What follows belongs to an exercise in optimizing a design on an open flow for small area, a short achievable clock period and few clock cycles per item; a production flow would make more cautious choices.
The RTL was checked by simulation tests, not by an equivalence proof against the original design.

## flow/design.v (module list and top-level ports; edited modules follow where they fit)
// module svf_multichannel: 190 lines
// module svf_benc: 16 lines
// module svf_fa: 4 lines
// module svf_ha: 4 lines
// module svf_mac_f: 559 lines
// module svf_mac_q: 609 lines
// module svf_s2: 132 lines
module svf_multichannel #(
  parameter int SAMPLE_BITS = 16,
  parameter int CHANNELS    = 4,
  parameter int COEF_BITS   = 18
) (
  input  logic                            clk,
  input  logic                            rst,
  input  logic                            sample_clk,
  input  logic [CHANNELS*SAMPLE_BITS-1:0] in_data,
  input  logic [CHANNELS*COEF_BITS-1:0]   F,
  input  logic [CHANNELS*COEF_BITS-1:0]   Q1,
  input  logic [CHANNELS*2-1:0]           mode,
  input  logic [CHANNELS-1:0]             clear,
  output logic [CHANNELS*SAMPLE_BITS-1:0] out_data,
  output logic                            out_valid,
  output logic                            busy,
  output logic                            overrun
);
  // ...
==> flow/flow/run.sh <==
#!/bin/bash
# The standard layout (standard synthesis included), with two changes to how the
# layout is made: timing repair is asked to leave more setup slack than the default,
# so that paths end up well inside the period, and the port buffers are buf_1 cells.
set -euo pipefail
bash standard.sh SETUP_SLACK_MARGIN=8 "BUFFER_PORTS_ARGS=-buffer_cell sky130_fd_sc_hd__buf_1" finish > standard_flow.log 2>&1
==> flow/standard.sh <==
#!/bin/bash
# synth_recipe.tcl (not shown) runs the flow's synth.tcl, then flattens the netlist and writes it again
# the make line also repeats each setting of config.mk as NAME=value (left out here)
make -C /OpenROAD-flow-scripts/flow DESIGN_CONFIG=/design/flow/config.mk WORK_HOME=/design/flow/orfs CLKGATE_MAP_FILE= SYNTH_SCRIPT=/design/flow/synth_recipe.tcl "${@:-finish}"
==> flow/config.mk <==
export PLATFORM = sky130hd
export DESIGN_NAME = svf_multichannel
export DESIGN_NICKNAME = svf_multichannel
export VERILOG_FILES = /design/flow/design.v
export SDC_FILE = /design/flow/constraint.sdc
export NUM_CORES = 4
export LEC_CHECK = 0
export CAP_MARGIN = 20
export CORE_MARGIN = 2
export CORE_UTILIZATION = 60
export CTS_BUF_LIST = sky130_fd_sc_hd__clkbuf_8
export CTS_CLUSTER_DIAMETER = 50
export CTS_CLUSTER_SIZE = 20
export SLEW_MARGIN = 20
export SYNTH_HIERARCHICAL = 1
==> flow/constraint.sdc <==
create_clock -name core_clock -period 12.0 [get_ports {clk}]
set_input_delay 2.4000 -clock core_clock [delete_from_list [all_inputs] [get_ports {clk}]]
set_output_delay 2.4000 -clock core_clock [all_outputs]
set_load 0.01 [all_outputs]
==> results.tsv, run 1 <==
metric	value	unit
h-tree-depth	3	
synth_top_family_by_area	adder cells	
cts_sinks	682	
cp.required	12530	ps
final_common_cell	xnor2_1	
largestClassByArea	multi-input gates	
crit_slowest_cell	fa_1	
setup_ws	7974	ps
drive_gt1_share	13.97	%
outcome	no timing/DRC/antenna violations	
synth-compound-area-share	13.55	%
met3_usage	5.625	%
hold_buffers	0	
place_inst	4913	
grt_antenna_before_repair	4	
fin_skew	55.05	ps
met3_length	10.82	mm
place_congestion	0.9640	
first_iter_violations	2537	
fp.dieH	282.7	µm
nonClkBufAreaFrac	4.916	%
hold_viol	0	
synthCells	3963	
cap_violations	0	
synth_edf_count	152	
crit_chain	buf_12, a22oi_1, xnor2_1, fa_2, fa_1, fa_1, fa_1, ha_1, a21oi_1, o21ai_1, a21oi_1, o21ai_1	
post-place-ws	7615	ps
stdcell_area	49300	µm²
path_class	register to register	
finalMaxSlewViolations	0	
rsz0062_at_grt	true	
synth-simple-area-share	2.796	%
num_io_pins	290	
dr_wl_met2	61.13	mm
seq_share	30.93	%
crit_path_max_fanout	6	
multi_input_area	27690	µm²
critPathLaunchType	register	
n_tap_cell	1040	
seqCellArea	15250	µm²
drt_pass1_iterations	6	
cts-root-buf	clkbuf_8	
ys_seq_elements	682	
Testbench counts, summed over its fixed seeds: cycles 25,608, frames 3,200.
==> module svf_multichannel, before the edit <==
module svf_multichannel #(
  parameter int SAMPLE_BITS = 16,
  parameter int CHANNELS    = 4,
  parameter int COEF_BITS   = 18
) (
  input  logic                            clk,
  input  logic                            rst,
  input  logic                            sample_clk,
  input  logic [CHANNELS*SAMPLE_BITS-1:0] in_data,
  input  logic [CHANNELS*COEF_BITS-1:0]   F,
  input  logic [CHANNELS*COEF_BITS-1:0]   Q1,
  input  logic [CHANNELS*2-1:0]           mode,
  input  logic [CHANNELS-1:0]             clear,
  output logic [CHANNELS*SAMPLE_BITS-1:0] out_data,
  output logic                            out_valid,
  output logic                            busy,
  output logic                            overrun
);
  localparam int W  = 19;
  localparam int SP = 15;   
  function automatic logic [15:0] clamp16(input logic [W-1:0] v);
    if (v[18:15] == 4'b0000 || v[18:15] == 4'b1111) clamp16 = v[15:0];
    else clamp16 = v[18] ? 16'h8000 : 16'h7fff;
  endfunction
  logic       sc_hist_reg, busy_reg, out_valid_reg, overrun_reg, zero_reg;
  logic [2:0] ph_reg;
  logic       edge_seen, start;
  assign edge_seen = sample_clk & ~sc_hist_reg;
  assign start     = edge_seen & ~busy_reg;
  assign busy      = busy_reg;
  assign out_valid = out_valid_reg;
  assign overrun   = overrun_reg;
  always_ff @(posedge clk) begin
    if (rst) begin
      sc_hist_reg   <= 1'b0;
      busy_reg      <= 1'b0;
      out_valid_reg <= 1'b0;
      overrun_reg   <= 1'b0;
      zero_reg      <= 1'b1;
      ph_reg        <= 3'd0;
    end else begin
      sc_hist_reg   <= sample_clk;
      overrun_reg   <= edge_seen & busy_reg;
      out_valid_reg <= 1'b0;
      if (start) begin
        busy_reg <= 1'b1;
        ph_reg   <= 3'd1;
      end else if (busy_reg) begin
        ph_reg <= ph_reg + 3'd1;
        if (ph_reg == 3'd7) begin
          busy_reg      <= 1'b0;
          out_valid_reg <= 1'b1;
        end
        if (ph_reg == 3'd4) zero_reg <= 1'b0;
      end
    end
  end
  wire lp_shift = busy_reg & ~(ph_reg[2] & ph_reg[1]);   
  logic [15:0] fx_reg [4];
  logic [17:0] ff_reg [1:3];
  logic [17:0] fq_reg [1:3];
  logic [1:0]  fm_reg [4];
  logic        fc_reg [4];
  logic [26:0] fd_reg, qd_reg;
  logic [26:0] fd_next, qd_next;
  svf_benc u_encf (.b(busy_reg ? ff_reg[1] : F[17:0]), .d(fd_next));
  logic [26:0] qd_enc;
  svf_benc u_encq (.b(busy_reg ? fq_reg[1] : Q1[17:0]), .d(qd_enc));
  assign qd_next = {~qd_enc[26:18], qd_enc[17:0]};   
  always_ff @(posedge clk) begin
    fd_reg <= fd_next;
    qd_reg <= qd_next;
    for (int i = 0; i < 3; i++) begin
      if (busy_reg) begin
        fx_reg[i] <= fx_reg[i+1];
        fm_reg[i] <= fm_reg[i+1];
        fc_reg[i] <= fc_reg[i+1];
      end else begin
        fx_reg[i] <= in_data[16*i +: 16];
        fm_reg[i] <= mode[2*i +: 2];
        fc_reg[i] <= clear[i];
      end
    end
    for (int i = 1; i < 3; i++) begin
      if (busy_reg) begin
        ff_reg[i] <= ff_reg[i+1];
        fq_reg[i] <= fq_reg[i+1];
      end else begin
        ff_reg[i] <= F[18*i +: 18];
        fq_reg[i] <= Q1[18*i +: 18];
      end
    end
    fx_reg[3] <= in_data[48 +: 16];
    ff_reg[3] <= F[54 +: 18];
    fq_reg[3] <= Q1[54 +: 18];
    fm_reg[3] <= mode[6 +: 2];
    fc_reg[3] <= clear[3];
  end
  logic [W-1:0] lp_reg [4];
  logic [W-1:0] bp_reg [4];
  logic [W-1:0] lpn, bpn;
  logic         zero_head, head_in;
  assign head_in   = busy_reg & ~ph_reg[2];                
  assign zero_head = zero_reg | (busy_reg ? fc_reg[1] : clear[0]);
  always_ff @(posedge clk) begin
    if (lp_shift | start) begin
      if (start) lp_reg[0] <= zero_head ? '0 : lp_reg[0];
      else       lp_reg[0] <= (head_in & zero_head) ? '0 : lp_reg[1];
    end
    if (lp_shift) begin
      for (int i = 1; i < 3; i++) lp_reg[i] <= lp_reg[i+1];
      lp_reg[3] <= lpn;
    end
    if (start | busy_reg) begin
      for (int i = 0; i < 3; i++) bp_reg[i] <= bp_reg[i+1];
      if (ph_reg[2]) bp_reg[3] <= bpn;                     
      else           bp_reg[3] <= zero_head ? '0 : bp_reg[0];
    end
  end
  logic [35-SP:0] fs1, fc1;
  logic [34-SP:0] qs1, qc1;
  logic           fl1, ql1;
  svf_mac_f u_macf (.a(bp_reg[3]), .one(fd_reg[8:0]), .two(fd_reg[17:9]), .neg(fd_reg[26:18]),
                    .c(lp_reg[0]), .ys(fs1), .yc(fc1), .cl(fl1));
  svf_mac_q u_macq (.a(bp_reg[3]), .one(qd_reg[8:0]), .two(qd_reg[17:9]), .neg(qd_reg[26:18]),
                    .c({{3{fx_reg[0][15]}}, fx_reg[0]}), .ys(qs1), .yc(qc1), .cl(ql1));
  logic [35-SP:0] fs2_reg, fc2_reg;
  logic [34-SP:0] qs2_reg, qc2_reg;
  logic           fl2_reg, ql2_reg;
  logic [26:0]    fd2_reg;
  logic [1:0]     m2_reg;
  always_ff @(posedge clk) begin
    fs2_reg <= fs1;
    fc2_reg <= fc1;
    fl2_reg <= fl1;
    qs2_reg <= qs1;
    qc2_reg <= qc1;
    ql2_reg <= ql1;
    fd2_reg <= fd_reg;
    m2_reg  <= fm_reg[0];
  end
  logic [W-1:0] hp2;
  svf_s2 u_s2 (.fs(fs2_reg), .fc(fc2_reg), .fl(fl2_reg), .qs(qs2_reg), .qc(qc2_reg),
               .ql(ql2_reg), .lpn(lpn), .hp(hp2));
  logic [W-1:0] hp3_reg;
  logic [26:0]  fd3_reg;
  logic [1:0]   m3_reg;
  always_ff @(posedge clk) begin
    hp3_reg <= hp2;
    fd3_reg <= fd2_reg;
    m3_reg  <= m2_reg;
  end
  logic [W-1:0] notch3, sel3;
  assign notch3 = hp3_reg + lp_reg[3];
  always_comb begin
    case (m3_reg)
      2'b01:   sel3 = hp3_reg;
      2'b11:   sel3 = notch3;
      default: sel3 = lp_reg[3];
    endcase
  end
  logic [35-SP:0] bs3, bc3;
  logic           bl3;
  svf_mac_f u_macb (.a(hp3_reg), .one(fd3_reg[8:0]), .two(fd3_reg[17:9]), .neg(fd3_reg[26:18]),
                    .c(bp_reg[1]), .ys(bs3), .yc(bc3), .cl(bl3));
  logic [35-SP:0] bs4_reg, bc4_reg;
  logic           bl4_reg;
  logic [15:0]    sel4_reg;
  logic           isbp4_reg;
  always_ff @(posedge clk) begin
    bs4_reg   <= bs3;
    bc4_reg   <= bc3;
    bl4_reg   <= bl3;
    sel4_reg  <= clamp16(sel3);
    isbp4_reg <= (m3_reg == 2'b10);
  end
  logic [35-SP:0] bp_sum;
  assign bp_sum = bs4_reg + bc4_reg + (36-SP)'(bl4_reg);
  assign bpn    = bp_sum[35-SP:17-SP];
  logic [15:0] out_reg [4];
  always_ff @(posedge clk) begin
    for (int i = 0; i < 3; i++) out_reg[i] <= out_reg[i+1];
    out_reg[3] <= isbp4_reg ? clamp16(bpn) : sel4_reg;
  end
  generate
    for (genvar gi = 0; gi < CHANNELS; gi++) begin : g_out
      assign out_data[gi*SAMPLE_BITS +: SAMPLE_BITS] = out_reg[gi];
    end
  endgenerate
endmodule
==> module svf_mac_f, before the edit <==
module svf_mac_f (input logic [18:0] a, input logic [8:0] one, two, neg, input logic [18:0] c, output logic [20:0] ys, yc, output logic cl);
  wire [20:0] ae = {{2{a[18]}}, a};
  wire p0_0 = (one[0] & ae[0]) ^ neg[0];
  wire p0_1 = ((one[0] & ae[1]) | (two[0] & ae[0])) ^ neg[0];
  wire p0_2 = ((one[0] & ae[2]) | (two[0] & ae[1])) ^ neg[0];
  wire p0_3 = ((one[0] & ae[3]) | (two[0] & ae[2])) ^ neg[0];
  wire p0_4 = ((one[0] & ae[4]) | (two[0] & ae[3])) ^ neg[0];
  wire p0_5 = ((one[0] & ae[5]) | (two[0] & ae[4])) ^ neg[0];
  wire p0_6 = ((one[0] & ae[6]) | (two[0] & ae[5])) ^ neg[0];
  wire p0_7 = ((one[0] & ae[7]) | (two[0] & ae[6])) ^ neg[0];
  wire p0_8 = ((one[0] & ae[8]) | (two[0] & ae[7])) ^ neg[0];
  wire p0_9 = ((one[0] & ae[9]) | (two[0] & ae[8])) ^ neg[0];
  wire p0_10 = ((one[0] & ae[10]) | (two[0] & ae[9])) ^ neg[0];
  wire p0_11 = ((one[0] & ae[11]) | (two[0] & ae[10])) ^ neg[0];
  wire p0_12 = ((one[0] & ae[12]) | (two[0] & ae[11])) ^ neg[0];
  wire p0_13 = ((one[0] & ae[13]) | (two[0] & ae[12])) ^ neg[0];
  wire p0_14 = ((one[0] & ae[14]) | (two[0] & ae[13])) ^ neg[0];
  wire p0_15 = ((one[0] & ae[15]) | (two[0] & ae[14])) ^ neg[0];
  wire p0_16 = ((one[0] & ae[16]) | (two[0] & ae[15])) ^ neg[0];
  wire p0_17 = ((one[0] & ae[17]) | (two[0] & ae[16])) ^ neg[0];
  wire p0_18 = ((one[0] & ae[18]) | (two[0] & ae[17])) ^ neg[0];
  wire p0_19 = ((one[0] & ae[19]) | (two[0] & ae[18])) ^ neg[0];
  wire p0_20 = ((one[0] & ae[20]) | (two[0] & ae[19])) ^ neg[0];
  wire p1_0 = (one[1] & ae[0]) ^ neg[1];
  wire p1_1 = ((one[1] & ae[1]) | (two[1] & ae[0])) ^ neg[1];
  wire p1_2 = ((one[1] & ae[2]) | (two[1] & ae[1])) ^ neg[1];
  wire p1_3 = ((one[1] & ae[3]) | (two[1] & ae[2])) ^ neg[1];
  wire p1_4 = ((one[1] & ae[4]) | (two[1] & ae[3])) ^ neg[1];
  wire p1_5 = ((one[1] & ae[5]) | (two[1] & ae[4])) ^ neg[1];
  wire p1_6 = ((one[1] & ae[6]) | (two[1] & ae[5])) ^ neg[1];
  wire p1_7 = ((one[1] & ae[7]) | (two[1] & ae[6])) ^ neg[1];
  wire p1_8 = ((one[1] & ae[8]) | (two[1] & ae[7])) ^ neg[1];
  wire p1_9 = ((one[1] & ae[9]) | (two[1] & ae[8])) ^ neg[1];
  wire p1_10 = ((one[1] & ae[10]) | (two[1] & ae[9])) ^ neg[1];
  wire p1_11 = ((one[1] & ae[11]) | (two[1] & ae[10])) ^ neg[1];
  wire p1_12 = ((one[1] & ae[12]) | (two[1] & ae[11])) ^ neg[1];
  wire p1_13 = ((one[1] & ae[13]) | (two[1] & ae[12])) ^ neg[1];
  wire p1_14 = ((one[1] & ae[14]) | (two[1] & ae[13])) ^ neg[1];
  wire p1_15 = ((one[1] & ae[15]) | (two[1] & ae[14])) ^ neg[1];
  wire p1_16 = ((one[1] & ae[16]) | (two[1] & ae[15])) ^ neg[1];
  wire p1_17 = ((one[1] & ae[17]) | (two[1] & ae[16])) ^ neg[1];
  wire p1_18 = ((one[1] & ae[18]) | (two[1] & ae[17])) ^ neg[1];
  wire p1_19 = ((one[1] & ae[19]) | (two[1] & ae[18])) ^ neg[1];
  wire p1_20 = ((one[1] & ae[20]) | (two[1] & ae[19])) ^ neg[1];
  wire p2_0 = (one[2] & ae[0]) ^ neg[2];
  wire p2_1 = ((one[2] & ae[1]) | (two[2] & ae[0])) ^ neg[2];
  wire p2_2 = ((one[2] & ae[2]) | (two[2] & ae[1])) ^ neg[2];
  wire p2_3 = ((one[2] & ae[3]) | (two[2] & ae[2])) ^ neg[2];
  wire p2_4 = ((one[2] & ae[4]) | (two[2] & ae[3])) ^ neg[2];
  wire p2_5 = ((one[2] & ae[5]) | (two[2] & ae[4])) ^ neg[2];
  wire p2_6 = ((one[2] & ae[6]) | (two[2] & ae[5])) ^ neg[2];
  wire p2_7 = ((one[2] & ae[7]) | (two[2] & ae[6])) ^ neg[2];
  wire p2_8 = ((one[2] & ae[8]) | (two[2] & ae[7])) ^ neg[2];
  wire p2_9 = ((one[2] & ae[9]) | (two[2] & ae[8])) ^ neg[2];
  wire p2_10 = ((one[2] & ae[10]) | (two[2] & ae[9])) ^ neg[2];
  wire p2_11 = ((one[2] & ae[11]) | (two[2] & ae[10])) ^ neg[2];
  wire p2_12 = ((one[2] & ae[12]) | (two[2] & ae[11])) ^ neg[2];
  wire p2_13 = ((one[2] & ae[13]) | (two[2] & ae[12])) ^ neg[2];
  wire p2_14 = ((one[2] & ae[14]) | (two[2] & ae[13])) ^ neg[2];
  wire p2_15 = ((one[2] & ae[15]) | (two[2] & ae[14])) ^ neg[2];
  wire p2_16 = ((one[2] & ae[16]) | (two[2] & ae[15])) ^ neg[2];
  wire p2_17 = ((one[2] & ae[17]) | (two[2] & ae[16])) ^ neg[2];
  wire p2_18 = ((one[2] & ae[18]) | (two[2] & ae[17])) ^ neg[2];
  wire p2_19 = ((one[2] & ae[19]) | (two[2] & ae[18])) ^ neg[2];
  wire p2_20 = ((one[2] & ae[20]) | (two[2] & ae[19])) ^ neg[2];
  wire p3_0 = (one[3] & ae[0]) ^ neg[3];
  wire p3_1 = ((one[3] & ae[1]) | (two[3] & ae[0])) ^ neg[3];
  wire p3_2 = ((one[3] & ae[2]) | (two[3] & ae[1])) ^ neg[3];
  wire p3_3 = ((one[3] & ae[3]) | (two[3] & ae[2])) ^ neg[3];
  wire p3_4 = ((one[3] & ae[4]) | (two[3] & ae[3])) ^ neg[3];
  wire p3_5 = ((one[3] & ae[5]) | (two[3] & ae[4])) ^ neg[3];
  wire p3_6 = ((one[3] & ae[6]) | (two[3] & ae[5])) ^ neg[3];
  wire p3_7 = ((one[3] & ae[7]) | (two[3] & ae[6])) ^ neg[3];
  wire p3_8 = ((one[3] & ae[8]) | (two[3] & ae[7])) ^ neg[3];
  wire p3_9 = ((one[3] & ae[9]) | (two[3] & ae[8])) ^ neg[3];
  wire p3_10 = ((one[3] & ae[10]) | (two[3] & ae[9])) ^ neg[3];
  wire p3_11 = ((one[3] & ae[11]) | (two[3] & ae[10])) ^ neg[3];
  wire p3_12 = ((one[3] & ae[12]) | (two[3] & ae[11])) ^ neg[3];
  wire p3_13 = ((one[3] & ae[13]) | (two[3] & ae[12])) ^ neg[3];
  wire p3_14 = ((one[3] & ae[14]) | (two[3] & ae[13])) ^ neg[3];
  wire p3_15 = ((one[3] & ae[15]) | (two[3] & ae[14])) ^ neg[3];
  wire p3_16 = ((one[3] & ae[16]) | (two[3] & ae[15])) ^ neg[3];
  wire p3_17 = ((one[3] & ae[17]) | (two[3] & ae[16])) ^ neg[3];
  wire p3_18 = ((one[3] & ae[18]) | (two[3] & ae[17])) ^ neg[3];
  wire p3_19 = ((one[3] & ae[19]) | (two[3] & ae[18])) ^ neg[3];
  wire p3_20 = ((one[3] & ae[20]) | (two[3] & ae[19])) ^ neg[3];
  wire p4_0 = (one[4] & ae[0]) ^ neg[4];
  wire p4_1 = ((one[4] & ae[1]) | (two[4] & ae[0])) ^ neg[4];
  wire p4_2 = ((one[4] & ae[2]) | (two[4] & ae[1])) ^ neg[4];
  wire p4_3 = ((one[4] & ae[3]) | (two[4] & ae[2])) ^ neg[4];
  wire p4_4 = ((one[4] & ae[4]) | (two[4] & ae[3])) ^ neg[4];
  wire p4_5 = ((one[4] & ae[5]) | (two[4] & ae[4])) ^ neg[4];
  wire p4_6 = ((one[4] & ae[6]) | (two[4] & ae[5])) ^ neg[4];
  wire p4_7 = ((one[4] & ae[7]) | (two[4] & ae[6])) ^ neg[4];
  wire p4_8 = ((one[4] & ae[8]) | (two[4] & ae[7])) ^ neg[4];
  wire p4_9 = ((one[4] & ae[9]) | (two[4] & ae[8])) ^ neg[4];
  wire p4_10 = ((one[4] & ae[10]) | (two[4] & ae[9])) ^ neg[4];
  wire p4_11 = ((one[4] & ae[11]) | (two[4] & ae[10])) ^ neg[4];
  wire p4_12 = ((one[4] & ae[12]) | (two[4] & ae[11])) ^ neg[4];
  wire p4_13 = ((one[4] & ae[13]) | (two[4] & ae[12])) ^ neg[4];
  wire p4_14 = ((one[4] & ae[14]) | (two[4] & ae[13])) ^ neg[4];
  wire p4_15 = ((one[4] & ae[15]) | (two[4] & ae[14])) ^ neg[4];
  wire p4_16 = ((one[4] & ae[16]) | (two[4] & ae[15])) ^ neg[4];
  wire p4_17 = ((one[4] & ae[17]) | (two[4] & ae[16])) ^ neg[4];
  wire p4_18 = ((one[4] & ae[18]) | (two[4] & ae[17])) ^ neg[4];
  wire p4_19 = ((one[4] & ae[19]) | (two[4] & ae[18])) ^ neg[4];
  wire p4_20 = ((one[4] & ae[20]) | (two[4] & ae[19])) ^ neg[4];
  wire p5_0 = (one[5] & ae[0]) ^ neg[5];
  wire p5_1 = ((one[5] & ae[1]) | (two[5] & ae[0])) ^ neg[5];
  wire p5_2 = ((one[5] & ae[2]) | (two[5] & ae[1])) ^ neg[5];
  wire p5_3 = ((one[5] & ae[3]) | (two[5] & ae[2])) ^ neg[5];
  wire p5_4 = ((one[5] & ae[4]) | (two[5] & ae[3])) ^ neg[5];
  wire p5_5 = ((one[5] & ae[5]) | (two[5] & ae[4])) ^ neg[5];
  wire p5_6 = ((one[5] & ae[6]) | (two[5] & ae[5])) ^ neg[5];
  wire p5_7 = ((one[5] & ae[7]) | (two[5] & ae[6])) ^ neg[5];
  wire p5_8 = ((one[5] & ae[8]) | (two[5] & ae[7])) ^ neg[5];
  wire p5_9 = ((one[5] & ae[9]) | (two[5] & ae[8])) ^ neg[5];
  wire p5_10 = ((one[5] & ae[10]) | (two[5] & ae[9])) ^ neg[5];
  wire p5_11 = ((one[5] & ae[11]) | (two[5] & ae[10])) ^ neg[5];
  wire p5_12 = ((one[5] & ae[12]) | (two[5] & ae[11])) ^ neg[5];
  wire p5_13 = ((one[5] & ae[13]) | (two[5] & ae[12])) ^ neg[5];
  wire p5_14 = ((one[5] & ae[14]) | (two[5] & ae[13])) ^ neg[5];
  wire p5_15 = ((one[5] & ae[15]) | (two[5] & ae[14])) ^ neg[5];
  wire p5_16 = ((one[5] & ae[16]) | (two[5] & ae[15])) ^ neg[5];
  wire p5_17 = ((one[5] & ae[17]) | (two[5] & ae[16])) ^ neg[5];
  wire p5_18 = ((one[5] & ae[18]) | (two[5] & ae[17])) ^ neg[5];
  wire p5_19 = ((one[5] & ae[19]) | (two[5] & ae[18])) ^ neg[5];
  wire p5_20 = ((one[5] & ae[20]) | (two[5] & ae[19])) ^ neg[5];
  wire p6_0 = (one[6] & ae[0]) ^ neg[6];
  wire p6_1 = ((one[6] & ae[1]) | (two[6] & ae[0])) ^ neg[6];
  wire p6_2 = ((one[6] & ae[2]) | (two[6] & ae[1])) ^ neg[6];
  wire p6_3 = ((one[6] & ae[3]) | (two[6] & ae[2])) ^ neg[6];
  wire p6_4 = ((one[6] & ae[4]) | (two[6] & ae[3])) ^ neg[6];
  wire p6_5 = ((one[6] & ae[5]) | (two[6] & ae[4])) ^ neg[6];
  wire p6_6 = ((one[6] & ae[6]) | (two[6] & ae[5])) ^ neg[6];
  wire p6_7 = ((one[6] & ae[7]) | (two[6] & ae[6])) ^ neg[6];
  wire p6_8 = ((one[6] & ae[8]) | (two[6] & ae[7])) ^ neg[6];
  wire p6_9 = ((one[6] & ae[9]) | (two[6] & ae[8])) ^ neg[6];
  wire p6_10 = ((one[6] & ae[10]) | (two[6] & ae[9])) ^ neg[6];
  wire p6_11 = ((one[6] & ae[11]) | (two[6] & ae[10])) ^ neg[6];
  wire p6_12 = ((one[6] & ae[12]) | (two[6] & ae[11])) ^ neg[6];
  wire p6_13 = ((one[6] & ae[13]) | (two[6] & ae[12])) ^ neg[6];
  wire p6_14 = ((one[6] & ae[14]) | (two[6] & ae[13])) ^ neg[6];
  wire p6_15 = ((one[6] & ae[15]) | (two[6] & ae[14])) ^ neg[6];
  wire p6_16 = ((one[6] & ae[16]) | (two[6] & ae[15])) ^ neg[6];
  wire p6_17 = ((one[6] & ae[17]) | (two[6] & ae[16])) ^ neg[6];
  wire p6_18 = ((one[6] & ae[18]) | (two[6] & ae[17])) ^ neg[6];
  wire p6_19 = ((one[6] & ae[19]) | (two[6] & ae[18])) ^ neg[6];
  wire p6_20 = ((one[6] & ae[20]) | (two[6] & ae[19])) ^ neg[6];
  wire p7_0 = (one[7] & ae[0]) ^ neg[7];
  wire p7_1 = ((one[7] & ae[1]) | (two[7] & ae[0])) ^ neg[7];
  wire p7_2 = ((one[7] & ae[2]) | (two[7] & ae[1])) ^ neg[7];
  wire p7_3 = ((one[7] & ae[3]) | (two[7] & ae[2])) ^ neg[7];
  wire p7_4 = ((one[7] & ae[4]) | (two[7] & ae[3])) ^ neg[7];
  wire p7_5 = ((one[7] & ae[5]) | (two[7] & ae[4])) ^ neg[7];
  wire p7_6 = ((one[7] & ae[6]) | (two[7] & ae[5])) ^ neg[7];
  wire p7_7 = ((one[7] & ae[7]) | (two[7] & ae[6])) ^ neg[7];
  wire p7_8 = ((one[7] & ae[8]) | (two[7] & ae[7])) ^ neg[7];
  wire p7_9 = ((one[7] & ae[9]) | (two[7] & ae[8])) ^ neg[7];
  wire p7_10 = ((one[7] & ae[10]) | (two[7] & ae[9])) ^ neg[7];
  wire p7_11 = ((one[7] & ae[11]) | (two[7] & ae[10])) ^ neg[7];
  wire p7_12 = ((one[7] & ae[12]) | (two[7] & ae[11])) ^ neg[7];
  wire p7_13 = ((one[7] & ae[13]) | (two[7] & ae[12])) ^ neg[7];
  wire p7_14 = ((one[7] & ae[14]) | (two[7] & ae[13])) ^ neg[7];
  wire p7_15 = ((one[7] & ae[15]) | (two[7] & ae[14])) ^ neg[7];
  wire p7_16 = ((one[7] & ae[16]) | (two[7] & ae[15])) ^ neg[7];
  wire p7_17 = ((one[7] & ae[17]) | (two[7] & ae[16])) ^ neg[7];
  wire p7_18 = ((one[7] & ae[18]) | (two[7] & ae[17])) ^ neg[7];
  wire p7_19 = ((one[7] & ae[19]) | (two[7] & ae[18])) ^ neg[7];
  wire p7_20 = ((one[7] & ae[20]) | (two[7] & ae[19])) ^ neg[7];
  wire p8_0 = (one[8] & ae[0]) ^ neg[8];
  wire p8_1 = ((one[8] & ae[1]) | (two[8] & ae[0])) ^ neg[8];
  wire p8_2 = ((one[8] & ae[2]) | (two[8] & ae[1])) ^ neg[8];
  wire p8_3 = ((one[8] & ae[3]) | (two[8] & ae[2])) ^ neg[8];
  wire p8_4 = ((one[8] & ae[4]) | (two[8] & ae[3])) ^ neg[8];
  wire p8_5 = ((one[8] & ae[5]) | (two[8] & ae[4])) ^ neg[8];
  wire p8_6 = ((one[8] & ae[6]) | (two[8] & ae[5])) ^ neg[8];
  wire p8_7 = ((one[8] & ae[7]) | (two[8] & ae[6])) ^ neg[8];
  wire p8_8 = ((one[8] & ae[8]) | (two[8] & ae[7])) ^ neg[8];
  wire p8_9 = ((one[8] & ae[9]) | (two[8] & ae[8])) ^ neg[8];
  wire p8_10 = ((one[8] & ae[10]) | (two[8] & ae[9])) ^ neg[8];
  wire p8_11 = ((one[8] & ae[11]) | (two[8] & ae[10])) ^ neg[8];
  wire p8_12 = ((one[8] & ae[12]) | (two[8] & ae[11])) ^ neg[8];
  wire p8_13 = ((one[8] & ae[13]) | (two[8] & ae[12])) ^ neg[8];
  wire p8_14 = ((one[8] & ae[14]) | (two[8] & ae[13])) ^ neg[8];
  wire p8_15 = ((one[8] & ae[15]) | (two[8] & ae[14])) ^ neg[8];
  wire p8_16 = ((one[8] & ae[16]) | (two[8] & ae[15])) ^ neg[8];
  wire p8_17 = ((one[8] & ae[17]) | (two[8] & ae[16])) ^ neg[8];
  wire p8_18 = ((one[8] & ae[18]) | (two[8] & ae[17])) ^ neg[8];
  wire p8_19 = ((one[8] & ae[19]) | (two[8] & ae[18])) ^ neg[8];
  wire p8_20 = ((one[8] & ae[20]) | (two[8] & ae[19])) ^ neg[8];
  wire t1, t2;
  svf_ha u_t1 (.a(p0_16), .b(p1_14), .s(t1), .co(t2));
  wire t3, t4;
  svf_fa u_t3 (.a(p0_17), .b(p1_15), .c(p2_13), .s(t3), .co(t4));
  wire t5, t6;
  svf_fa u_t5 (.a(p0_18), .b(p1_16), .c(p2_14), .s(t5), .co(t6));
  wire t7, t8;
  svf_fa u_t7 (.a(p0_19), .b(p1_17), .c(p2_15), .s(t7), .co(t8));
  wire t9, t10;
  svf_fa u_t9 (.a(~p0_20), .b(p1_18), .c(p2_16), .s(t9), .co(t10));
  wire t11, t12;
  svf_ha u_t11 (.a(p3_14), .b(p4_12), .s(t11), .co(t12));
  wire t13, t14;
  svf_fa u_t13 (.a(p1_19), .b(p2_17), .c(p3_15), .s(t13), .co(t14));
  wire t15, t16;
  svf_ha u_t15 (.a(p4_13), .b(p5_11), .s(t15), .co(t16));
  wire t17, t18;
  svf_fa u_t17 (.a(~p1_20), .b(p2_18), .c(p3_16), .s(t17), .co(t18));
  wire t19, t20;
  svf_ha u_t19 (.a(p2_19), .b(p3_17), .s(t19), .co(t20));
  wire t21, t22;
  svf_ha u_t21 (.a(p0_10), .b(p1_8), .s(t21), .co(t22));
  wire t23, t24;
  svf_ha u_t23 (.a(p0_11), .b(p1_9), .s(t23), .co(t24));
  wire t25, t26;
  svf_fa u_t25 (.a(p0_12), .b(p1_10), .c(p2_8), .s(t25), .co(t26));
  wire t27, t28;
  svf_ha u_t27 (.a(p3_6), .b(p4_4), .s(t27), .co(t28));
  wire t29, t30;
  svf_fa u_t29 (.a(p0_13), .b(p1_11), .c(p2_9), .s(t29), .co(t30));
  wire t31, t32;
  svf_ha u_t31 (.a(p3_7), .b(p4_5), .s(t31), .co(t32));
  wire t33, t34;
  svf_fa u_t33 (.a(p0_14), .b(p1_12), .c(p2_10), .s(t33), .co(t34));
  wire t35, t36;
  svf_fa u_t35 (.a(p3_8), .b(p4_6), .c(p5_4), .s(t35), .co(t36));
  wire t37, t38;
  svf_ha u_t37 (.a(p6_2), .b(p7_0), .s(t37), .co(t38));
  wire t39, t40;
  svf_fa u_t39 (.a(p0_15), .b(p1_13), .c(p2_11), .s(t39), .co(t40));
  wire t41, t42;
  svf_fa u_t41 (.a(p3_9), .b(p4_7), .c(p5_5), .s(t41), .co(t42));
  wire t43, t44;
  svf_ha u_t43 (.a(p6_3), .b(p7_1), .s(t43), .co(t44));
  wire t45, t46;
  svf_fa u_t45 (.a(t1), .b(p2_12), .c(p3_10), .s(t45), .co(t46));
  wire t47, t48;
  svf_fa u_t47 (.a(p4_8), .b(p5_6), .c(p6_4), .s(t47), .co(t48));
  wire t49, t50;
  svf_fa u_t49 (.a(p7_2), .b(p8_0), .c(neg[8]), .s(t49), .co(t50));
  wire t51, t52;
  svf_fa u_t51 (.a(t2), .b(t3), .c(p3_11), .s(t51), .co(t52));
  wire t53, t54;
  svf_fa u_t53 (.a(p4_9), .b(p5_7), .c(p6_5), .s(t53), .co(t54));
  wire t55, t56;
  svf_fa u_t55 (.a(p7_3), .b(p8_1), .c(c[0]), .s(t55), .co(t56));
  wire t57, t58;
  svf_fa u_t57 (.a(t4), .b(t5), .c(p3_12), .s(t57), .co(t58));
  wire t59, t60;
  svf_fa u_t59 (.a(p4_10), .b(p5_8), .c(p6_6), .s(t59), .co(t60));
  wire t61, t62;
  svf_fa u_t61 (.a(p7_4), .b(p8_2), .c(c[1]), .s(t61), .co(t62));
  wire t63, t64;
  svf_fa u_t63 (.a(t6), .b(t7), .c(p3_13), .s(t63), .co(t64));
  wire t65, t66;
  svf_fa u_t65 (.a(p4_11), .b(p5_9), .c(p6_7), .s(t65), .co(t66));
  wire t67, t68;
  svf_fa u_t67 (.a(p7_5), .b(p8_3), .c(c[2]), .s(t67), .co(t68));
  wire t69, t70;
  svf_fa u_t69 (.a(t8), .b(t9), .c(t11), .s(t69), .co(t70));
  wire t71, t72;
  svf_fa u_t71 (.a(p5_10), .b(p6_8), .c(p7_6), .s(t71), .co(t72));
  wire t73, t74;
  assign t73 = ~(p8_4 ^ c[3]);
  assign t74 = p8_4 | c[3];
  wire t75, t76;
  svf_fa u_t75 (.a(t10), .b(t12), .c(t13), .s(t75), .co(t76));
  wire t77, t78;
  svf_fa u_t77 (.a(t15), .b(p6_9), .c(p7_7), .s(t77), .co(t78));
  wire t79, t80;
  assign t79 = ~(p8_5 ^ c[4]);
  assign t80 = p8_5 | c[4];
  wire t81, t82;
  svf_fa u_t81 (.a(t14), .b(t16), .c(t17), .s(t81), .co(t82));
  wire t83, t84;
  svf_fa u_t83 (.a(p4_14), .b(p5_12), .c(p6_10), .s(t83), .co(t84));
  wire t85, t86;
  svf_fa u_t85 (.a(p7_8), .b(p8_6), .c(c[5]), .s(t85), .co(t86));
  wire t87, t88;
  svf_fa u_t87 (.a(t18), .b(t19), .c(p4_15), .s(t87), .co(t88));
  wire t89, t90;
  svf_fa u_t89 (.a(p5_13), .b(p6_11), .c(p7_9), .s(t89), .co(t90));
  wire t91, t92;
  assign t91 = ~(p8_7 ^ c[6]);
  assign t92 = p8_7 | c[6];
  wire t93, t94;
  svf_fa u_t93 (.a(t20), .b(~p2_20), .c(p3_18), .s(t93), .co(t94));
  wire t95, t96;
  svf_fa u_t95 (.a(p4_16), .b(p5_14), .c(p6_12), .s(t95), .co(t96));
  wire t97, t98;
  svf_fa u_t97 (.a(p7_10), .b(p8_8), .c(c[7]), .s(t97), .co(t98));
  wire t99, t100;
  svf_fa u_t99 (.a(p3_19), .b(p4_17), .c(p5_15), .s(t99), .co(t100));
  wire t101, t102;
  svf_fa u_t101 (.a(p6_13), .b(p7_11), .c(p8_9), .s(t101), .co(t102));
  wire t103, t104;
  assign t103 = ~c[8];
  assign t104 = c[8];
  wire t105, t106;
  svf_fa u_t105 (.a(~p3_20), .b(p4_18), .c(p5_16), .s(t105), .co(t106));
  wire t107, t108;
  svf_fa u_t107 (.a(p6_14), .b(p7_12), .c(p8_10), .s(t107), .co(t108));
  wire t109, t110;
  svf_fa u_t109 (.a(p4_19), .b(p5_17), .c(p6_15), .s(t109), .co(t110));
  wire t111, t112;
  svf_ha u_t111 (.a(p7_13), .b(p8_11), .s(t111), .co(t112));
  wire t113, t114;
  svf_fa u_t113 (.a(~p4_20), .b(p5_18), .c(p6_16), .s(t113), .co(t114));
  wire t115, t116;
  svf_ha u_t115 (.a(p5_19), .b(p6_17), .s(t115), .co(t116));
  wire t117, t118;
  svf_ha u_t117 (.a(p0_6), .b(p1_4), .s(t117), .co(t118));
  wire t119, t120;
  svf_ha u_t119 (.a(p0_7), .b(p1_5), .s(t119), .co(t120));
  wire t121, t122;
  svf_fa u_t121 (.a(p0_8), .b(p1_6), .c(p2_4), .s(t121), .co(t122));
  wire t123, t124;
  svf_ha u_t123 (.a(p3_2), .b(p4_0), .s(t123), .co(t124));
  wire t125, t126;
  svf_fa u_t125 (.a(p0_9), .b(p1_7), .c(p2_5), .s(t125), .co(t126));
  wire t127, t128;
  svf_ha u_t127 (.a(p3_3), .b(p4_1), .s(t127), .co(t128));
  wire t129, t130;
  svf_fa u_t129 (.a(t21), .b(p2_6), .c(p3_4), .s(t129), .co(t130));
  wire t131, t132;
  svf_fa u_t131 (.a(p4_2), .b(p5_0), .c(neg[5]), .s(t131), .co(t132));
  wire t133, t134;
  svf_fa u_t133 (.a(t22), .b(t23), .c(p2_7), .s(t133), .co(t134));
  wire t135, t136;
  svf_fa u_t135 (.a(p3_5), .b(p4_3), .c(p5_1), .s(t135), .co(t136));
  wire t137, t138;
  svf_fa u_t137 (.a(t24), .b(t25), .c(t27), .s(t137), .co(t138));
  wire t139, t140;
  svf_fa u_t139 (.a(p5_2), .b(p6_0), .c(neg[6]), .s(t139), .co(t140));
  wire t141, t142;
  svf_fa u_t141 (.a(t26), .b(t28), .c(t29), .s(t141), .co(t142));
  wire t143, t144;
  svf_fa u_t143 (.a(t31), .b(p5_3), .c(p6_1), .s(t143), .co(t144));
  wire t145, t146;
  svf_fa u_t145 (.a(t30), .b(t32), .c(t33), .s(t145), .co(t146));
  wire t147, t148;
  svf_fa u_t147 (.a(t35), .b(t37), .c(neg[7]), .s(t147), .co(t148));
  wire t149, t150;
  svf_fa u_t149 (.a(t34), .b(t36), .c(t38), .s(t149), .co(t150));
  wire t151, t152;
  svf_fa u_t151 (.a(t39), .b(t41), .c(t43), .s(t151), .co(t152));
  wire t153, t154;
  svf_fa u_t153 (.a(t40), .b(t42), .c(t44), .s(t153), .co(t154));
  wire t155, t156;
  svf_fa u_t155 (.a(t45), .b(t47), .c(t49), .s(t155), .co(t156));
  wire t157, t158;
  svf_fa u_t157 (.a(t46), .b(t48), .c(t50), .s(t157), .co(t158));
  wire t159, t160;
  svf_fa u_t159 (.a(t51), .b(t53), .c(t55), .s(t159), .co(t160));
  wire t161, t162;
  svf_fa u_t161 (.a(t52), .b(t54), .c(t56), .s(t161), .co(t162));
  wire t163, t164;
  svf_fa u_t163 (.a(t57), .b(t59), .c(t61), .s(t163), .co(t164));
  wire t165, t166;
  svf_fa u_t165 (.a(t58), .b(t60), .c(t62), .s(t165), .co(t166));
  wire t167, t168;
  svf_fa u_t167 (.a(t63), .b(t65), .c(t67), .s(t167), .co(t168));
  wire t169, t170;
  svf_fa u_t169 (.a(t64), .b(t66), .c(t68), .s(t169), .co(t170));
  wire t171, t172;
  svf_fa u_t171 (.a(t69), .b(t71), .c(t73), .s(t171), .co(t172));
  wire t173, t174;
  svf_fa u_t173 (.a(t70), .b(t72), .c(t74), .s(t173), .co(t174));
  wire t175, t176;
  svf_fa u_t175 (.a(t75), .b(t77), .c(t79), .s(t175), .co(t176));
  wire t177, t178;
  svf_fa u_t177 (.a(t76), .b(t78), .c(t80), .s(t177), .co(t178));
  wire t179, t180;
  svf_fa u_t179 (.a(t81), .b(t83), .c(t85), .s(t179), .co(t180));
  wire t181, t182;
  svf_fa u_t181 (.a(t82), .b(t84), .c(t86), .s(t181), .co(t182));
  wire t183, t184;
  svf_fa u_t183 (.a(t87), .b(t89), .c(t91), .s(t183), .co(t184));
  wire t185, t186;
  svf_fa u_t185 (.a(t88), .b(t90), .c(t92), .s(t185), .co(t186));
  wire t187, t188;
  svf_fa u_t187 (.a(t93), .b(t95), .c(t97), .s(t187), .co(t188));
  wire t189, t190;
  svf_fa u_t189 (.a(t94), .b(t96), .c(t98), .s(t189), .co(t190));
  wire t191, t192;
  svf_fa u_t191 (.a(t99), .b(t101), .c(t103), .s(t191), .co(t192));
  wire t193, t194;
  svf_fa u_t193 (.a(t100), .b(t102), .c(t104), .s(t193), .co(t194));
  wire t195, t196;
  svf_fa u_t195 (.a(t105), .b(t107), .c(c[9]), .s(t195), .co(t196));
  wire t197, t198;
  svf_fa u_t197 (.a(t106), .b(t108), .c(t109), .s(t197), .co(t198));
  wire t199, t200;
  assign t199 = ~(t111 ^ c[10]);
  assign t200 = t111 | c[10];
  wire t201, t202;
  svf_fa u_t201 (.a(t110), .b(t112), .c(t113), .s(t201), .co(t202));
  wire t203, t204;
  svf_fa u_t203 (.a(p7_14), .b(p8_12), .c(c[11]), .s(t203), .co(t204));
  wire t205, t206;
  svf_fa u_t205 (.a(t114), .b(t115), .c(p7_15), .s(t205), .co(t206));
  wire t207, t208;
  assign t207 = ~(p8_13 ^ c[12]);
  assign t208 = p8_13 | c[12];
  wire t209, t210;
  svf_fa u_t209 (.a(t116), .b(~p5_20), .c(p6_18), .s(t209), .co(t210));
  wire t211, t212;
  svf_fa u_t211 (.a(p7_16), .b(p8_14), .c(c[13]), .s(t211), .co(t212));
  wire t213, t214;
  svf_fa u_t213 (.a(p6_19), .b(p7_17), .c(p8_15), .s(t213), .co(t214));
  wire t215, t216;
  assign t215 = ~c[14];
  assign t216 = c[14];
  wire t217, t218;
  svf_fa u_t217 (.a(~p6_20), .b(p7_18), .c(p8_16), .s(t217), .co(t218));
  wire t219, t220;
  svf_ha u_t219 (.a(p7_19), .b(p8_17), .s(t219), .co(t220));
  wire t221, t222;
  svf_ha u_t221 (.a(p0_4), .b(p1_2), .s(t221), .co(t222));
  wire t223, t224;
  svf_ha u_t223 (.a(p0_5), .b(p1_3), .s(t223), .co(t224));
  wire t225, t226;
  svf_fa u_t225 (.a(t117), .b(p2_2), .c(p3_0), .s(t225), .co(t226));
  wire t227, t228;
  svf_fa u_t227 (.a(t118), .b(t119), .c(p2_3), .s(t227), .co(t228));
  wire t229, t230;
  svf_fa u_t229 (.a(t120), .b(t121), .c(t123), .s(t229), .co(t230));
  wire t231, t232;
  svf_fa u_t231 (.a(t122), .b(t124), .c(t125), .s(t231), .co(t232));
  wire t233, t234;
  svf_fa u_t233 (.a(t126), .b(t128), .c(t129), .s(t233), .co(t234));
  wire t235, t236;
  svf_fa u_t235 (.a(t130), .b(t132), .c(t133), .s(t235), .co(t236));
  wire t237, t238;
  svf_fa u_t237 (.a(t134), .b(t136), .c(t137), .s(t237), .co(t238));
  wire t239, t240;
  svf_fa u_t239 (.a(t138), .b(t140), .c(t141), .s(t239), .co(t240));
  wire t241, t242;
  svf_fa u_t241 (.a(t142), .b(t144), .c(t145), .s(t241), .co(t242));
  wire t243, t244;
  svf_fa u_t243 (.a(t146), .b(t148), .c(t149), .s(t243), .co(t244));
  wire t245, t246;
  svf_fa u_t245 (.a(t150), .b(t152), .c(t153), .s(t245), .co(t246));
  wire t247, t248;
  svf_fa u_t247 (.a(t154), .b(t156), .c(t157), .s(t247), .co(t248));
  wire t249, t250;
  svf_fa u_t249 (.a(t158), .b(t160), .c(t161), .s(t249), .co(t250));
  wire t251, t252;
  svf_fa u_t251 (.a(t162), .b(t164), .c(t165), .s(t251), .co(t252));
  wire t253, t254;
  svf_fa u_t253 (.a(t166), .b(t168), .c(t169), .s(t253), .co(t254));
  wire t255, t256;
  svf_fa u_t255 (.a(t170), .b(t172), .c(t173), .s(t255), .co(t256));
  wire t257, t258;
  svf_fa u_t257 (.a(t174), .b(t176), .c(t177), .s(t257), .co(t258));
  wire t259, t260;
  svf_fa u_t259 (.a(t178), .b(t180), .c(t181), .s(t259), .co(t260));
  wire t261, t262;
  svf_fa u_t261 (.a(t182), .b(t184), .c(t185), .s(t261), .co(t262));
  wire t263, t264;
  svf_fa u_t263 (.a(t186), .b(t188), .c(t189), .s(t263), .co(t264));
  wire t265, t266;
  svf_fa u_t265 (.a(t190), .b(t192), .c(t193), .s(t265), .co(t266));
  wire t267, t268;
  svf_fa u_t267 (.a(t194), .b(t196), .c(t197), .s(t267), .co(t268));
  wire t269, t270;
  svf_fa u_t269 (.a(t198), .b(t200), .c(t201), .s(t269), .co(t270));
  wire t271, t272;
  svf_fa u_t271 (.a(t202), .b(t204), .c(t205), .s(t271), .co(t272));
  wire t273, t274;
  svf_fa u_t273 (.a(t206), .b(t208), .c(t209), .s(t273), .co(t274));
  wire t275, t276;
  svf_fa u_t275 (.a(t210), .b(t212), .c(t213), .s(t275), .co(t276));
  wire t277, t278;
  svf_fa u_t277 (.a(t214), .b(t216), .c(t217), .s(t277), .co(t278));
  wire t279, t280;
  svf_fa u_t279 (.a(t218), .b(t219), .c(c[16]), .s(t279), .co(t280));
  wire t281, t282;
  svf_fa u_t281 (.a(t220), .b(~p7_20), .c(p8_18), .s(t281), .co(t282));
  wire t283, t284;
  svf_ha u_t283 (.a(p8_19), .b(c[18]), .s(t283), .co(t284));
  wire t285, t286;
  svf_ha u_t285 (.a(p0_2), .b(p1_0), .s(t285), .co(t286));
  wire t287, t288;
  svf_ha u_t287 (.a(p0_3), .b(p1_1), .s(t287), .co(t288));
  wire t289, t290;
  svf_fa u_t289 (.a(t221), .b(p2_0), .c(neg[2]), .s(t289), .co(t290));
  wire t291, t292;
  svf_fa u_t291 (.a(t222), .b(t223), .c(p2_1), .s(t291), .co(t292));
  wire t293, t294;
  svf_fa u_t293 (.a(t224), .b(t225), .c(neg[3]), .s(t293), .co(t294));
  wire t295, t296;
  svf_fa u_t295 (.a(t226), .b(t227), .c(p3_1), .s(t295), .co(t296));
  wire t297, t298;
  svf_fa u_t297 (.a(t228), .b(t229), .c(neg[4]), .s(t297), .co(t298));
  wire t299, t300;
  svf_fa u_t299 (.a(t230), .b(t231), .c(t127), .s(t299), .co(t300));
  wire t301, t302;
  svf_fa u_t301 (.a(t232), .b(t233), .c(t131), .s(t301), .co(t302));
  wire t303, t304;
  svf_fa u_t303 (.a(t234), .b(t235), .c(t135), .s(t303), .co(t304));
  wire t305, t306;
  svf_fa u_t305 (.a(t236), .b(t237), .c(t139), .s(t305), .co(t306));
  wire t307, t308;
  svf_fa u_t307 (.a(t238), .b(t239), .c(t143), .s(t307), .co(t308));
  wire t309, t310;
  svf_fa u_t309 (.a(t240), .b(t241), .c(t147), .s(t309), .co(t310));
  wire t311, t312;
  svf_fa u_t311 (.a(t242), .b(t243), .c(t151), .s(t311), .co(t312));
  wire t313, t314;
  svf_fa u_t313 (.a(t244), .b(t245), .c(t155), .s(t313), .co(t314));
  wire t315, t316;
  svf_fa u_t315 (.a(t246), .b(t247), .c(t159), .s(t315), .co(t316));
  wire t317, t318;
  svf_fa u_t317 (.a(t248), .b(t249), .c(t163), .s(t317), .co(t318));
  wire t319, t320;
  svf_fa u_t319 (.a(t250), .b(t251), .c(t167), .s(t319), .co(t320));
  wire t321, t322;
  svf_fa u_t321 (.a(t252), .b(t253), .c(t171), .s(t321), .co(t322));
  wire t323, t324;
  svf_fa u_t323 (.a(t254), .b(t255), .c(t175), .s(t323), .co(t324));
  wire t325, t326;
  svf_fa u_t325 (.a(t256), .b(t257), .c(t179), .s(t325), .co(t326));
  wire t327, t328;
  svf_fa u_t327 (.a(t258), .b(t259), .c(t183), .s(t327), .co(t328));
  wire t329, t330;
  svf_fa u_t329 (.a(t260), .b(t261), .c(t187), .s(t329), .co(t330));
  wire t331, t332;
  svf_fa u_t331 (.a(t262), .b(t263), .c(t191), .s(t331), .co(t332));
  wire t333, t334;
  svf_fa u_t333 (.a(t264), .b(t265), .c(t195), .s(t333), .co(t334));
  wire t335, t336;
  svf_fa u_t335 (.a(t266), .b(t267), .c(t199), .s(t335), .co(t336));
  wire t337, t338;
  svf_fa u_t337 (.a(t268), .b(t269), .c(t203), .s(t337), .co(t338));
  wire t339, t340;
  svf_fa u_t339 (.a(t270), .b(t271), .c(t207), .s(t339), .co(t340));
  wire t341, t342;
  svf_fa u_t341 (.a(t272), .b(t273), .c(t211), .s(t341), .co(t342));
  wire t343, t344;
  svf_fa u_t343 (.a(t274), .b(t275), .c(t215), .s(t343), .co(t344));
  wire t345, t346;
  svf_fa u_t345 (.a(t276), .b(t277), .c(c[15]), .s(t345), .co(t346));
  wire t347, t348;
  assign t347 = ~(t278 ^ t279);
  assign t348 = t278 | t279;
  wire t349, t350;
  svf_fa u_t349 (.a(t280), .b(t281), .c(c[17]), .s(t349), .co(t350));
  wire t351, t352;
  assign t351 = ~(t282 ^ t283);
  assign t352 = t282 | t283;
  wire [35:0] ra = {t350, t348, t346, t344, t342, t340, t338, t336, t334, t332, t330, t328, t326, t324, t322, t320, t318, t316, t314, t312, t310, t308, t306, t304, t302, t300, t298, t296, t294, t292, t290, t288, t286, t285, p0_1, p0_0};
  wire [35:0] rb = {t351, t349, t347, t345, t343, t341, t339, t337, t335, t333, t331, t329, t327, t325, t323, t321, t319, t317, t315, t313, t311, t309, t307, t305, t303, t301, t299, t297, t295, t293, t291, t289, t287, neg[1], 1'b0, neg[0]};
  wire [15:0] sl = {1'b0, ra[14:0]} + {1'b0, rb[14:0]};
  assign cl = sl[15];
  assign ys = ra[35:15];
  assign yc = rb[35:15];
endmodule
==> run 2, diff against run 1 <==
--- a/flow/design.v
+++ b/flow/design.v
@@ -12,17 +12,17 @@
   input  logic [CHANNELS*2-1:0]           mode,
   input  logic [CHANNELS-1:0]             clear,
   output logic [CHANNELS*SAMPLE_BITS-1:0] out_data,
   output logic                            out_valid,
   output logic                            busy,
   output logic                            overrun
 );
   localparam int W  = 19;
-  localparam int SP = 15;   
+  localparam int SP = 12;   
   function automatic logic [15:0] clamp16(input logic [W-1:0] v);
     if (v[18:15] == 4'b0000 || v[18:15] == 4'b1111) clamp16 = v[15:0];
     else clamp16 = v[18] ? 16'h8000 : 16'h7fff;
   endfunction
   logic       sc_hist_reg, busy_reg, out_valid_reg, overrun_reg, zero_reg;
   logic [2:0] ph_reg;
   logic       edge_seen, start;
   assign edge_seen = sample_clk & ~sc_hist_reg;
@@ -207,17 +207,17 @@
 module svf_fa (input logic a, input logic b, input logic c, output logic s, output logic co);
   assign s  = a ^ b ^ c;
   assign co = (a & b) | (a & c) | (b & c);
 endmodule
 module svf_ha (input logic a, input logic b, output logic s, output logic co);
   assign s  = a ^ b;
   assign co = a & b;
 endmodule
-module svf_mac_f (input logic [18:0] a, input logic [8:0] one, two, neg, input logic [18:0] c, output logic [20:0] ys, yc, output logic cl);
+module svf_mac_f (input logic [18:0] a, input logic [8:0] one, two, neg, input logic [18:0] c, output logic [23:0] ys, yc, output logic cl);
   wire [20:0] ae = {{2{a[18]}}, a};
   wire p0_0 = (one[0] & ae[0]) ^ neg[0];
   wire p0_1 = ((one[0] & ae[1]) | (two[0] & ae[0])) ^ neg[0];
   wire p0_2 = ((one[0] & ae[2]) | (two[0] & ae[1])) ^ neg[0];
   wire p0_3 = ((one[0] & ae[3]) | (two[0] & ae[2])) ^ neg[0];
   wire p0_4 = ((one[0] & ae[4]) | (two[0] & ae[3])) ^ neg[0];
   wire p0_5 = ((one[0] & ae[5]) | (two[0] & ae[4])) ^ neg[0];
   wire p0_6 = ((one[0] & ae[6]) | (two[0] & ae[5])) ^ neg[0];
@@ -761,22 +761,22 @@
   assign t348 = t278 | t279;
   wire t349, t350;
   svf_fa u_t349 (.a(t280), .b(t281), .c(c[17]), .s(t349), .co(t350));
   wire t351, t352;
   assign t351 = ~(t282 ^ t283);
   assign t352 = t282 | t283;
   wire [35:0] ra = {t350, t348, t346, t344, t342, t340, t338, t336, t334, t332, t330, t328, t326, t324, t322, t320, t318, t316, t314, t312, t310, t308, t306, t304, t302, t300, t298, t296, t294, t292, t290, t288, t286, t285, p0_1, p0_0};
   wire [35:0] rb = {t351, t349, t347, t345, t343, t341, t339, t337, t335, t333, t331, t329, t327, t325, t323, t321, t319, t317, t315, t313, t311, t309, t307, t305, t303, t301, t299, t297, t295, t293, t291, t289, t287, neg[1], 1'b0, neg[0]};
-  wire [15:0] sl = {1'b0, ra[14:0]} + {1'b0, rb[14:0]};
-  assign cl = sl[15];
-  assign ys = ra[35:15];
-  assign yc = rb[35:15];
+  wire [12:0] sl = {1'b0, ra[11:0]} + {1'b0, rb[11:0]};
+  assign cl = sl[12];
+  assign ys = ra[35:12];
+  assign yc = rb[35:12];
 endmodule
-module svf_mac_q (input logic [18:0] a, input logic [8:0] one, two, neg, input logic [18:0] c, output logic [19:0] ys, yc, output logic cl);
+module svf_mac_q (input logic [18:0] a, input logic [8:0] one, two, neg, input logic [18:0] c, output logic [22:0] ys, yc, output logic cl);
   wire [20:0] ae = {{2{a[18]}}, a};
   wire p0_0 = (one[0] & ae[0]) ^ neg[0];
   wire p0_1 = ((one[0] & ae[1]) | (two[0] & ae[0])) ^ neg[0];
   wire p0_2 = ((one[0] & ae[2]) | (two[0] & ae[1])) ^ neg[0];
   wire p0_3 = ((one[0] & ae[3]) | (two[0] & ae[2])) ^ neg[0];
   wire p0_4 = ((one[0] & ae[4]) | (two[0] & ae[3])) ^ neg[0];
   wire p0_5 = ((one[0] & ae[5]) | (two[0] & ae[4])) ^ neg[0];
   wire p0_6 = ((one[0] & ae[6]) | (two[0] & ae[5])) ^ neg[0];
@@ -1370,30 +1370,30 @@
   svf_fa u_t383 (.a(t312), .b(t313), .c(c[16]), .s(t383), .co(t384));
   wire t385, t386;
   assign t385 = ~(t314 ^ t315);
   assign t386 = t314 | t315;
   wire t387, t388;
   svf_fa u_t387 (.a(t316), .b(t317), .c(c[18]), .s(t387), .co(t388));
   wire [34:0] ra = {t386, t384, t382, t380, t378, t376, t374, t372, t370, t368, t366, t364, t362, t360, t358, t356, t354, t352, t350, t348, t346, t344, t342, t340, t338, t336, t334, t332, t330, t328, t326, t324, t322, t320, t319};
   wire [34:0] rb = {t387, t385, t383, t381, t379, t377, t375, t373, t371, t369, t367, t365, t363, t361, t359, t357, t355, t353, t351, t349, t347, t345, t343, t341, t339, t337, t335, t333, t331, t329, t327, t325, t323, t321, 1'b1};
-  wire [15:0] sl = {1'b0, ra[14:0]} + {1'b0, rb[14:0]};
-  assign cl = sl[15];
-  assign ys = ra[34:15];
-  assign yc = rb[34:15];
+  wire [12:0] sl = {1'b0, ra[11:0]} + {1'b0, rb[11:0]};
+  assign cl = sl[12];
+  assign ys = ra[34:12];
+  assign yc = rb[34:12];
 endmodule
-module svf_s2 (input logic [20:0] fs, fc, input logic fl,
-               input logic [19:0] qs, qc, input logic ql,
+module svf_s2 (input logic [23:0] fs, fc, input logic fl,
+               input logic [22:0] qs, qc, input logic ql,
                output logic [18:0] lpn, hp);
-  wire [2:0] fl_sum = {1'b0, fs[1:0]} + {1'b0, fc[1:0]} + 3'(fl);
-  wire c1 = fl_sum[2];
-  wire [1:0] ql_sum = {1'b0, qs[0:0]} + {1'b0, qc[0:0]} + 2'(ql);
-  wire c2 = ql_sum[1];
-  wire [18:0] fsh = fs[20:2], fch = fc[20:2];
-  wire [18:0] qsh = qs[19:1], qch = qc[19:1];
+  wire [5:0] fl_sum = {1'b0, fs[4:0]} + {1'b0, fc[4:0]} + 6'(fl);
+  wire c1 = fl_sum[5];
+  wire [4:0] ql_sum = {1'b0, qs[3:0]} + {1'b0, qc[3:0]} + 5'(ql);
+  wire c2 = ql_sum[4];
+  wire [18:0] fsh = fs[23:5], fch = fc[23:5];
+  wire [18:0] qsh = qs[22:4], qch = qc[22:4];
   wire [19:0] lp_sum = {fsh, c1} + {fch, c1};
   assign lpn = lp_sum[19:1];
   wire [18:0] nfs = ~fsh, nfc = ~fch;
   wire h1, h2;
   svf_ha u_h1 (.a(qsh[0]), .b(qch[0]), .s(h1), .co(h2));
   wire h3, h4;
   svf_fa u_h3 (.a(h1), .b(nfs[0]), .c(nfc[0]), .s(h3), .co(h4));
   wire h5, h6;
==> flow/config.mk (replaced) <==
export PLATFORM = sky130hd
export DESIGN_NAME = svf_multichannel
export DESIGN_NICKNAME = svf_multichannel
export VERILOG_FILES = /design/flow/design.v
export SDC_FILE = /design/flow/constraint.sdc
export NUM_CORES = 4
export LEC_CHECK = 0
export CAP_MARGIN = 20
export CORE_MARGIN = 2
export CORE_UTILIZATION = 55
export SLEW_MARGIN = 20
export SYNTH_HIERARCHICAL = 1
==> run 2 against run 1 <==
Against the previous run:
- largest cell class unchanged
- still clean on timing, DRC and antenna
- count of clock-buffer cells in the layout rose by 21
- worst setup slack improved by 100 ps
- area after synthesis rose by 1.9%
- worst hold slack got worse by 4.7 ps
- maximum frequency rose by 2.6%
- first-iteration DRC count fell by 7.8%
- critical path depth fell by 11
- die area rose by 11%
==> results.tsv, run 2 <==
metric	value	unit	change
outcome	no timing/DRC/antenna violations		unchanged
hold_ws	322.4	ps	was 327.1 ps
setup_viol	0		unchanged
fin_skew	17.22	ps	was 55.05 ps
initial_utilization	55.60	%	was 60.34%
endpoint_kind	output port		was register
syn_to_final_growth	6.181	%	was 5.809%
grt_max_degree	78		was 167
cts_tree	yes		unchanged
synth_top_area_share	23.10	%	was 22.77%
path_delay_family	flip-flops		was adder cells
crit_path_max_fanout	13		was 6
yosys_warnings	24		unchanged
via_count	30597		was 30,889
synth.area.top_cells	dfxtp_1 23%, fa_1 20%, xnor2_1 10%		was dfxtp_1 23%, fa_1 21%, xnor2_1 10%
cts_sinks	700		was 682
clockBufferDepth	3		unchanged
rows	107		was 102
finalCritPeriodShare	32.71	%	was 33.55%
die_w	297.8	µm	was 282.7 µm
final_cells	5258		was 5,095
crit_slowest_cell	dfxtp_4		was fa_1
grt.total_usage	27.92	%	was 31.37%
drive_gt1_share	11.79	%	was 13.97%
tightest_slew	1185	ps	was 1197 ps
grt_pass1_wl	191.0	mm	was 189.9 mm
synth_edf_count	152		unchanged
drc_errors	0		unchanged
first_iter_violations	2339		was 2,537
final_common_cell	xnor2_1		unchanged
ys_seq_elements	700		was 682
avgSynthCellArea	11.69	µm²	was 11.76 µm²
crit_chain	buf_1		was buf_12, a22oi_1, xnor2_1, fa_2, fa_1, fa_1, fa_1, ha_1, a21oi_1, o21ai_1, a21oi_1, o21ai_1
multi_input_area	27860	µm²	was 27,690 µm²
mostFrequentLayoutCells	560 x xnor2_1, 529 x dfxtp_1, 477 x fa_1, 464 x a22oi_1, 289 x buf_1		was 550 x xnor2_1, 499 x dfxtp_1, 470 x fa_1, 449 x a22oi_1, 289 x buf_1
dieArea	88710	µm²	was 79,900 µm²
num_io_pins	290		unchanged
dp_hpwl	87.60	mm	was 88.88 mm
synth.yosys.seq_area_share	32.71	%	was 32.57%
grt_antenna_before_repair	1		was 4
yosysMostFrequentCell	xnor2_1		unchanged
cp.required	9600	ps	was 12,530 ps
drt-total-wl	124.7	mm	was 128.0 mm
port-buffer-count	289		unchanged
core	85410	µm²	was 77,210 µm²
drt_pass1_iterations	6		unchanged
worst_ep_arrival_time	1520	ps	was 4560 ps
path_class	register to output port		was register to register
place_congestion	0.8892		was 0.9640
syn_nets	4997		was 4,898
async_reset_ff_share	0	%	unchanged
postRouteAntennaNets	0		unchanged
cts_buffers	77		was 75
cpPeakStageDelay	570	ps	was 530 ps
fillers	7299		was 6,165
clock_latency	650	ps	was 710 ps
fp.dieH	297.8	µm	was 282.7 µm
place_inst	5108		was 4,913
holdCritPathClass	register to register		unchanged
synth_common_cells	562 x xnor2_1, 548 x dfxtp_1, 480 x fa_1		was 555 x xnor2_1, 530 x dfxtp_1, 480 x fa_1
cap_violations	0		unchanged
gr-total-overflow	0		unchanged
via_per_inst	5.819		was 6.063
rsz0062_at_grt	true		unchanged
diodes	0		was 4
h-tree-depth	3		unchanged
synth_flop_cell	dfxtp_1		unchanged
yosysTopAreaCell	dfxtp_1		unchanged
crit_buf_inv	1		unchanged
relSlewSlack	20.87	%	was 20.06%
final.setup.tns	0	ps	unchanged
critPathLaunchType	register		unchanged
finalMaxSlewViolations	0		unchanged
fin_nets	4985		was 4,925
synthCells	4064		was 3,963
seqCellArea	15570	µm²	was 15,250 µm²
fmax	254.8	MHz	was 248.4 MHz
wire_per_inst	23.72	µm	was 25.13 µm
cts-root-buf	clkbuf_16		was clkbuf_8
final_util	59.04	%	was 63.85%
clk_pin_slew	60	ps	was 90 ps
hold_viol	0		unchanged
finalCriticalPeriod	3925	ps	was 4026 ps
ys_types	78		was 85
syn_area	47490	µm²	was 46,590 µm²
grt_pass1_vias	31672		was 32,364
[run 2: changes by cell type after synthesis, sizes merged, moves of 9 or more]
cell    delta
dfxtp     +18
buf       +17
a221o     -14
a22oi     +12
a211oi    +10
o211ai    +10
o21ai      +9
xnor2      +9
xor2       -9
[run 2: repair_timing]
| action | 4_1_cts | 5_1_grt |
|---|---|---|
| buffers inserted | 4 | 3 |
| gates resized for setup | 19 | 44 |
| endpoints found under the setup margin | 30 | 55 |
| cloned | 0 | 2 |
| hold buffers | 0 | 0 |
| pin swaps | 1 | 4 |
[run 2: metal layers]
metal	GRT usage, %	up-vias	share of wire (%)
met5	0	-	0.0080
met4	8.591	2	2.7
met3	4.667	221	6.9
met2	46.01	1203	47
met1	37.82	15372	43
li1	-	13799	-
[run 2: final cells by class]
| cell class | instances | area share (%) |
|---|---|---|
| clock buffer | 100 | 4.258 |
| multi-input combinational | 2678 | 55.26 |
| sequential | 700 | 30.87 |
| inverter | 203 | 1.511 |
| timing repair buffer | 392 | 4.012 |
| clock inverter | 41 | 1.251 |
| tap | 1144 | 2.839 |
[run 2: metrics by stage]
step | setup slack (ps) | area, µm²
after floorplan | 8125 | 47500
after global placement | 7792 | 47300
after detailed placement | 7719 | 47300
after CTS | 8003 | 50190
after global routing | 8001 | 50420
final | 8075 | 50420
[run 2: modules after synthesis, one instance, submodules excluded]
module / cell area, µm² / flops+latches
svf_benc: 299.0 / 0
svf_fa: 20.02 / 0
svf_ha: 12.51 / 0
svf_mac_f: 4249 / 0
svf_mac_q: 4783 / 0
svf_multichannel: 20880 / 700
svf_s2: 2103 / 0
[run 2: logic make-up after synthesis]
group	Yosys count	synth area share [%]
multiplexers	181	4.258
adder cells (fa/ha/maj)	710	26.29
AO/OA/AOI/OAI	884	13.49
AND/OR/NAND/NOR	290	3.040
buffers and inverters	686	8.871
flip-flops	700	32.71
XOR/XNOR	613	11.34
[run 2: final timing paths]
kind / from / end / slack, ps / cells after the start
min reg2reg: fd2_reg[13] / fd3_reg[13] / 320 / 0
max reg2reg: bp_reg[3][15] / qc2_reg[5] / 8130 / 8
max: busy_reg / busy / 8080 / 1
min: fd2_reg[13] / fd3_reg[13] / 320 / 0
Testbench counts of run 2, summed over its fixed seeds: cycles 25,608, frames 3,200.

what the ideal ports hide:
The flow's constraints put no driver on any port. The routed layouts listed below were extracted and timed again, unchanged, in two steps. Step 1 assumes that a clkbuf_16 drives the clock port and a buf_2 every other input. Step 2 moves the port delays by t, midway between the first and last clock arrival at a register: inputs arrive t later, outputs are due t later. That takes back most of the time a late clock gives input paths. a / b / c = no drivers / after step 1 / after step 2; a / b = the first two.
run | t (ns) | setup WS [ns] | hold slack, ns | clock arrival spread, ns | worst register clock-pin slew, ns
run 1 | 0.752 | 7.974 / 7.974 / 7.801 | 0.327 / 0.327 / 0.327 | 0.058 / 0.058 | 0.11 / 0.11
run 2 | 0.708 | 8.075 / 8.006 / 8.039 | 0.322 / 0.322 / 0.322 | 0.018 / 0.018 | 0.07 / 0.07
After both steps setup and hold are still met in every run listed. For run 1, which loses most, drivers alone change the setup slack by 0.000 ns; drivers and shift together by -0.173 ns.
